This design comes from an exercise in tuning for small area, a short achievable clock period and few clock cycles per item on the open sky130 flow, not from production work.
At most, simulation tests tie the RTL to the original design; equivalence was not proved.
Power and IR drop assume default switching activity.

==> flow/design.v <==
`default_nettype none
module xtea_block_cipher (
  input  wire logic        clk,
  input  wire logic        rst,
  input  wire logic        cfg_valid,
  output logic             cfg_ready,
  input  wire logic [2:0]  cfg_index,
  input  wire logic [31:0] cfg_data,
  input  wire logic        in_valid,
  output logic             in_stall,
  input  wire logic [64:0] in_data,
  output logic             out_valid,
  input  wire logic        out_stall,
  output logic [63:0]      out_data
);
  localparam logic [31:0] DELTA     = 32'h9E37_79B9;
  localparam logic [31:0] NEG_DELTA = 32'h61C8_8647;   
  logic [31:0] key [4];
  logic [3:0]  key_zero;   
  logic [6:0]  nrounds;
  logic [31:0] dec_sum;
  logic        init;       
  logic        pre;        
  logic        idle;       
  logic        busy;       
  logic        outv;       
  logic        stall_q;    
  logic        swp;        
  logic        ph;         
  logic [6:0]  cnt;
  logic        func;
  logic [31:0] a, b;
  logic [31:0] s;          
  logic [31:0] sk;         
  wire trigger   = rst || (cfg_valid && cfg_index == 3'd4);
  wire cnt_zero  = (cnt == 7'd0);
  wire n_zero    = (nrounds == 7'd0);
  wire [31:0] mixed  = ((b << 4) ^ (b >> 5)) + b;
  wire [31:0] b_step = a + (mixed ^ sk) + {31'd0, func};
  wire        last   = !swp && ph && (cnt == 7'd1);
  wire [1:0]  ksel   = (!ph ^ func) ? s[12:11] : s[1:0];
  wire [31:0] kword  = key[ksel] & {32{!key_zero[ksel]}};
  wire [31:0] sk_nx  = (s + kword) ^ {32{func}};
  wire [31:0] s_add  = s + ((busy && func) ? NEG_DELTA : DELTA);
  assign cfg_ready = 1'b1;
  assign in_stall  = stall_q;
  assign out_valid = outv;
  assign out_data  = {a, b};
  always_ff @(posedge clk) begin
    for (int i = 0; i < 4; i++) begin
      if (cfg_valid && cfg_index == 3'(i)) key[i] <= cfg_data;
    end
    if (rst) begin
      key_zero <= 4'hF;
      nrounds  <= 7'd32;
    end else if (cfg_valid) begin
      for (int i = 0; i < 4; i++) begin
        if (cfg_index == 3'(i)) key_zero[i] <= 1'b0;
      end
      if (cfg_index == 3'd4) nrounds <= cfg_data[6:0];
    end
    if (pre && cnt_zero) dec_sum <= s;
  end
  always_ff @(posedge clk) begin
    if (trigger) begin
      init    <= 1'b1;
      pre     <= 1'b0;
      idle    <= 1'b0;
      busy    <= 1'b0;
      outv    <= 1'b0;
      stall_q <= 1'b1;
    end else begin
      if (init) begin
        init <= 1'b0;
        pre  <= 1'b1;
      end
      if (pre && cnt_zero) begin
        pre     <= 1'b0;
        idle    <= 1'b1;
        stall_q <= 1'b0;
      end
      if (idle && in_valid) begin
        idle    <= 1'b0;
        stall_q <= 1'b1;
        if (n_zero) outv <= 1'b1;
        else        busy <= 1'b1;
      end
      if (busy && (last && !func || swp && cnt_zero)) begin
        busy <= 1'b0;
        outv <= 1'b1;
      end
      if (outv && !out_stall) begin
        outv    <= 1'b0;
        idle    <= 1'b1;
        stall_q <= 1'b0;
      end
    end
  end
  always_ff @(posedge clk) begin
    if (init || idle) begin
      cnt <= nrounds;
    end else if (pre) begin
      if (!cnt_zero) cnt <= cnt - 7'd1;
    end else if (busy && !swp && ph) begin
      cnt <= cnt - 7'd1;
    end
    if (idle) begin
      func <= in_data[64];
      swp  <= in_data[64];
      ph   <= in_data[64];
    end else if (busy) begin
      ph <= !ph;
      if (swp)               swp <= 1'b0;
      else if (last && func) swp <= 1'b1;
    end
  end
  always_ff @(posedge clk) begin
    if (init)                         s <= '0;
    else if (idle)                    s <= in_data[64] ? dec_sum : DELTA;
    else if ((pre && !cnt_zero) || (busy && ph)) s <= s_add;
    if (idle) sk <= key[0] & {32{!key_zero[0]}};
    else      sk <= sk_nx;
  end
  always_ff @(posedge clk) begin
    if (idle) begin
      a <= in_data[63:32];
      b <= in_data[31:0];
    end else if (busy) begin
      a <= b;
      b <= swp ? a : b_step;
    end
  end
endmodule
`default_nettype wire
export LEC_CHECK = 0
export CAP_MARGIN = 20
export CORE_MARGIN = 2
export CORE_UTILIZATION = 40
export SLEW_MARGIN = 20
create_clock -name core_clock -period 12.0 [get_ports {clk}]
standard.sh (not shown) runs the stock make flow with config.mk's settings and CLKGATE_MAP_FILE= SYNTH_SCRIPT=/design/flow/synth_recipe.tcl, a recipe that flattens the netlist after the stock synthesis.
==> flow/flow/run.sh <==
#!/bin/bash
set -euo pipefail
bash standard.sh SETUP_SLACK_MARGIN=7 finish > standard_flow.log 2>&1
Testbench counts at the start, summed over its fixed seeds: cycles 34,620, items 512.
Change:
--- a/flow/design.v
+++ b/flow/design.v
@@ -1,3 +1,33 @@
+`default_nettype none
+module xtea_add32 (
+  input  wire logic [31:0] x,
+  input  wire logic [31:0] y,
+  input  wire logic        ci,
+  output logic [31:0]      s
+);
+  logic [31:0] p0;
+  logic [31:0] g [6];
+  logic [31:0] p [6];
+  always_comb begin
+    p0   = x ^ y;
+    p[0] = p0;
+    g[0] = x & y;
+    g[0][0] = g[0][0] | (p0[0] & ci);
+    for (int l = 0; l < 5; l++) begin
+      for (int i = 0; i < 32; i++) begin
+        if (((i >> l) & 1) == 1) begin
+          g[l+1][i] = g[l][i] | (p[l][i] & g[l][((i >> l) << l) - 1]);
+          p[l+1][i] = p[l][i] & p[l][((i >> l) << l) - 1];
+        end else begin
+          g[l+1][i] = g[l][i];
+          p[l+1][i] = p[l][i];
+        end
+      end
+    end
+    s = p0 ^ {g[5][30:0], ci};
+  end
+endmodule
+`default_nettype wire
 `default_nettype none
 module xtea_block_cipher (
   input  wire logic        clk,
@@ -35,12 +65,14 @@
   wire trigger   = rst || (cfg_valid && cfg_index == 3'd4);
   wire cnt_zero  = (cnt == 7'd0);
   wire n_zero    = (nrounds == 7'd0);
-  wire [31:0] mixed  = ((b << 4) ^ (b >> 5)) + b;
-  wire [31:0] b_step = a + (mixed ^ sk) + {31'd0, func};
+  logic [31:0] mixed, b_step, sk_sum;
+  xtea_add32 u_add_mix (.x((b << 4) ^ (b >> 5)), .y(b), .ci(1'b0), .s(mixed));
+  xtea_add32 u_add_b   (.x(a), .y(mixed ^ sk), .ci(func), .s(b_step));
   wire        last   = !swp && ph && (cnt == 7'd1);
   wire [1:0]  ksel   = (!ph ^ func) ? s[12:11] : s[1:0];
   wire [31:0] kword  = key[ksel] & {32{!key_zero[ksel]}};
-  wire [31:0] sk_nx  = (s + kword) ^ {32{func}};
+  xtea_add32 u_add_sk  (.x(s), .y(kword), .ci(1'b0), .s(sk_sum));
+  wire [31:0] sk_nx  = sk_sum ^ {32{func}};
   wire [31:0] s_add  = s + ((busy && func) ? NEG_DELTA : DELTA);
   assign cfg_ready = 1'b1;
   assign in_stall  = stall_q;
What happened:
- The changed run produced a clean layout
- maximum frequency shrinks by 2.4%
- area after synthesis shrinks by 4.4%
- non-clock buffer count shrinks by 17
- clock-buffer cell count shrinks by 10
- total power shrinks by 2.8%
- die area shrinks by 4.4%
- first-iteration DRC count shrinks by 7.7%
- register-to-register slack degrades by 0.12 ns
- clock skew hardly moves
- global-route usage shrinks by 0.63 points
- critical path depth shrinks by 2
- design area shrinks by 4.9%
- via count shrinks by 9.0%
For the second run of this note, only the layout was checked, not whether the RTL still works.

========
xtea_block_cipher, a different RTL version from the one above (not shown whole).
Size in the first run: ~1700 cells after synthesis, about 310 flip-flops, about 170 I/O pins, roughly 19000 um2 of cells after synthesis.
==> module xtea_block_cipher, before the edit <==
module xtea_block_cipher (
  input  wire logic        clk,
  input  wire logic        rst,
  input  wire logic        cfg_valid,
  output logic             cfg_ready,
  input  wire logic [2:0]  cfg_index,
  input  wire logic [31:0] cfg_data,
  input  wire logic        in_valid,
  output logic             in_stall,
  input  wire logic [64:0] in_data,
  output logic             out_valid,
  input  wire logic        out_stall,
  output logic [63:0]      out_data
);
  localparam logic [31:0] DELTA     = 32'h9E37_79B9;
  localparam logic [31:0] NEG_DELTA = 32'h61C8_8647;   
  logic [31:0] key [4];
  logic [6:0]  nrounds;
  logic [31:0] dec_sum;
  logic        init;       
  logic        pre;        
  logic        idle;       
  logic        busy;       
  logic        outv;       
  logic        stall_q;    
  logic        ph;         
  logic [6:0]  cnt;
  logic        func;
  logic [31:0] a, b;
  logic [31:0] s;          
  logic [31:0] sk;         
  wire trigger   = rst || (cfg_valid && cfg_index == 3'd4);
  wire cnt_zero  = (cnt == 7'd0);
  wire n_zero    = (nrounds == 7'd0);
  wire accept    = idle && in_valid;
  wire in_dec    = in_data[64];
  wire in_swap   = in_dec && !n_zero;   
  logic [31:0] mixed, b_step, sk_sum;
  xtea_add32 u_add_mix (.x((b << 4) ^ (b >> 5)), .y(b), .ci(1'b0), .s(mixed));
  xtea_add32 u_add_b   (.x(a), .y(mixed ^ sk), .ci(func), .s(b_step));
  wire        last   = ph && (cnt == 7'd1);
  wire        neg    = idle || func;
  wire [1:0]  ksel   = (idle || (!ph ^ func)) ? s[12:11] : s[1:0];
  wire [31:0] kword  = key[ksel];
  xtea_add32 u_add_sk  (.x(s), .y(kword), .ci(1'b0), .s(sk_sum));
  wire [31:0] sk_nx  = sk_sum ^ {32{neg}};
  wire [31:0] s_add  = s + ((idle || (busy && func)) ? NEG_DELTA : DELTA);
  assign cfg_ready = 1'b1;
  assign in_stall  = stall_q;
  assign out_valid = outv;
  assign out_data  = {a, b};
  always_ff @(posedge clk) begin
    for (int i = 0; i < 4; i++) begin
      if (rst || (cfg_valid && cfg_index == 3'(i))) key[i] <= cfg_data & {32{!rst}};
    end
    if (rst)                               nrounds <= 7'd32;
    else if (cfg_valid && cfg_index == 3'd4) nrounds <= cfg_data[6:0];
    if (pre && cnt_zero) dec_sum <= s;
  end
  always_ff @(posedge clk) begin
    if (trigger) begin
      init    <= 1'b1;
      pre     <= 1'b0;
      idle    <= 1'b0;
      busy    <= 1'b0;
      outv    <= 1'b0;
      stall_q <= 1'b1;
    end else begin
      if (init) begin
        init <= 1'b0;
        pre  <= 1'b1;
      end
      if (pre && cnt_zero) begin
        pre     <= 1'b0;
        idle    <= 1'b1;
        stall_q <= 1'b0;
      end
      if (accept) begin
        idle    <= 1'b0;
        stall_q <= 1'b1;
        if (n_zero) outv <= 1'b1;
        else        busy <= 1'b1;
      end
      if (busy && last) begin
        busy <= 1'b0;
        outv <= 1'b1;
      end
      if (outv && !out_stall) begin
        outv    <= 1'b0;
        idle    <= 1'b1;
        stall_q <= 1'b0;
      end
    end
  end
  always_ff @(posedge clk) begin
    if (init || idle) begin
      cnt <= nrounds;
    end else if (pre) begin
      if (!cnt_zero) cnt <= cnt - 7'd1;
    end else if (busy && ph) begin
      cnt <= cnt - 7'd1;
    end
    if (idle) begin
      func <= in_dec;
      ph   <= 1'b0;
    end else if (busy) begin
      ph <= !ph;
    end
  end
  always_ff @(posedge clk) begin
    if (init)                                s <= '0;
    else if (outv)                           s <= dec_sum;
    else if (accept)                         s <= in_dec ? s_add : DELTA;
    else if ((pre && !cnt_zero) || (busy && ph)) s <= s_add;
    if (idle && !in_dec) sk <= key[0];
    else                 sk <= sk_nx;
  end
  always_ff @(posedge clk) begin
    if (idle) begin
      a <= in_swap ? in_data[31:0] : in_data[63:32];
      b <= in_swap ? in_data[63:32] : in_data[31:0];
    end else if (busy) begin
      a <= (last && func) ? b_step : b;
      if (!(last && func)) b <= b_step;
    end
  end
endmodule
clock: 12.0 ns
lec_check: 0
cap_margin: 20
core_margin: 2
core_utilization: 40
slew_margin: 20
==> flow/flow/run.sh <==
#!/bin/bash
set -euo pipefail
bash standard.sh SETUP_SLACK_MARGIN=7 \
  "BUFFER_PORTS_ARGS=-buffer_cell sky130_fd_sc_hd__buf_1" \
  "CTS_ARGS=-sink_clustering_enable -repair_clock_nets -dont_use_dummy_load -buf_list {sky130_fd_sc_hd__clkbuf_1 sky130_fd_sc_hd__clkbuf_2}" \
  finish > standard_flow.log 2>&1
Testbench counts at the start, summed over its fixed seeds: cycles 34,104, items 512.
Rerun with:
--- a/flow/design.v
+++ b/flow/design.v
@@ -50,10 +50,11 @@
   logic [31:0] dec_sum;
   logic        init;       
   logic        pre;        
   logic        idle;       
   logic        busy;       
+  logic        fin;        
   logic        outv;       
   logic        stall_q;    
   logic        ph;         
   logic [6:0]  cnt;
   logic        func;
@@ -63,39 +64,40 @@
   wire trigger   = rst || (cfg_valid && cfg_index == 3'd4);
   wire cnt_zero  = (cnt == 7'd0);
   wire n_zero    = (nrounds == 7'd0);
   wire accept    = idle && in_valid;
   wire in_dec    = in_data[64];
-  wire in_swap   = in_dec && !n_zero;   
   logic [31:0] mixed, b_step, sk_sum;
   xtea_add32 u_add_mix (.x((b << 4) ^ (b >> 5)), .y(b), .ci(1'b0), .s(mixed));
   xtea_add32 u_add_b   (.x(a), .y(mixed ^ sk), .ci(func), .s(b_step));
   wire        last   = ph && (cnt == 7'd1);
+  wire [31:0] x      = s;   
   wire        neg    = idle || func;
-  wire [1:0]  ksel   = (idle || (!ph ^ func)) ? s[12:11] : s[1:0];
+  wire [1:0]  ksel   = (idle || (!ph ^ func)) ? x[12:11] : x[1:0];
   wire [31:0] kword  = key[ksel];
-  xtea_add32 u_add_sk  (.x(s), .y(kword), .ci(1'b0), .s(sk_sum));
+  xtea_add32 u_add_sk  (.x(x), .y(kword), .ci(1'b0), .s(sk_sum));
   wire [31:0] sk_nx  = sk_sum ^ {32{neg}};
-  wire [31:0] s_add  = s + ((idle || (busy && func)) ? NEG_DELTA : DELTA);
+  wire [31:0] s_add  = x + ((idle || (busy && func)) ? NEG_DELTA : DELTA);
   assign cfg_ready = 1'b1;
   assign in_stall  = stall_q;
   assign out_valid = outv;
-  assign out_data  = {a, b};
+  assign out_data  = {a, s};
   always_ff @(posedge clk) begin
     for (int i = 0; i < 4; i++) begin
       if (rst || (cfg_valid && cfg_index == 3'(i))) key[i] <= cfg_data & {32{!rst}};
     end
-    if (rst)                               nrounds <= 7'd32;
+    if (rst)                                 nrounds <= 7'd32;
     else if (cfg_valid && cfg_index == 3'd4) nrounds <= cfg_data[6:0];
     if (pre && cnt_zero) dec_sum <= s;
   end
   always_ff @(posedge clk) begin
     if (trigger) begin
       init    <= 1'b1;
       pre     <= 1'b0;
       idle    <= 1'b0;
       busy    <= 1'b0;
+      fin     <= 1'b0;
       outv    <= 1'b0;
       stall_q <= 1'b1;
     end else begin
       if (init) begin
         init <= 1'b0;
@@ -107,15 +109,19 @@
         stall_q <= 1'b0;
       end
       if (accept) begin
         idle    <= 1'b0;
         stall_q <= 1'b1;
-        if (n_zero) outv <= 1'b1;
+        if (n_zero) fin  <= 1'b1;
         else        busy <= 1'b1;
       end
       if (busy && last) begin
         busy <= 1'b0;
+        fin  <= 1'b1;
+      end
+      if (fin) begin
+        fin  <= 1'b0;
         outv <= 1'b1;
       end
       if (outv && !out_stall) begin
         outv    <= 1'b0;
         idle    <= 1'b1;
@@ -138,22 +144,20 @@
       ph <= !ph;
     end
   end
   always_ff @(posedge clk) begin
     if (init)                                s <= '0;
-    else if (outv)                           s <= dec_sum;
+    else if (fin)                            s <= func ? a : b;
+    else if (outv)                           s <= out_stall ? s : dec_sum;
     else if (accept)                         s <= in_dec ? s_add : DELTA;
     else if ((pre && !cnt_zero) || (busy && ph)) s <= s_add;
     if (idle && !in_dec) sk <= key[0];
     else                 sk <= sk_nx;
   end
   always_ff @(posedge clk) begin
-    if (idle) begin
-      a <= in_swap ? in_data[31:0] : in_data[63:32];
-      b <= in_swap ? in_data[63:32] : in_data[31:0];
-    end else if (busy) begin
-      a <= (last && func) ? b_step : b;
-      if (!(last && func)) b <= b_step;
-    end
+    if (idle)      a <= in_dec ? in_data[31:0] : in_data[63:32];
+    else if (busy) a <= b;
+    else if (fin && func) a <= b;
+    b <= idle ? (in_dec ? in_data[63:32] : in_data[31:0]) : b_step;
   end
 endmodule
 `default_nettype wire
- The changed run passed the timing, DRC and antenna checks
- cell area drops by about 1.7%
- routed wire length drops by 5.6%
- first-iteration DRC count drops by 25%
- global-route usage drops by 1.1 points
- clock skew climbs by 0.012 ns
For the second run of this note, only the layout was checked, not whether the RTL still works.

[re-timing with driven ports]
The flow's constraints put no driver on any port. The routed layouts listed below were extracted and timed again, unchanged, in two steps. Step 1 assumes that a clkbuf_16 drives the clock port and a buf_2 every other input. Step 2, shift: input delay + t, output delay - t, t = (earliest + latest rising clock arrival at the registers) / 2. This alone moves slack from input paths to output paths. a / b / c = no drivers / after step 1 / after step 2; a / b = the first two.
| run | t, ns | setup slack, ns | hold slack, ns | worst register clock-pin slew, ns | worst slew at a driven data input, ns |
|---|---|---|---|---|---|
| the first run of note 1 | 0.610 | 7.039 / 7.039 / 7.039 | 0.498 / 0.498 / 0.498 | 0.06 / 0.06 | 0.07 |
| the second run of note 1 | 0.605 | 6.917 / 6.917 / 6.917 | 0.521 / 0.521 / 0.521 | 0.06 / 0.06 | 0.06 |
| the first run of note 2 | 0.980 | 7.080 / 7.080 / 7.080 | 0.478 / 0.478 / 0.478 | 0.11 / 0.11 | 0.07 |
| the second run of note 2 | 0.976 | 7.215 / 7.215 / 7.153 | 0.489 / 0.489 / 0.489 | 0.11 / 0.11 | 0.05 |
After both steps setup and hold are still met in every run listed. For the second run of note 2, which loses most, drivers alone change the setup slack by 0.000 ns; drivers and shift together by -0.062 ns.
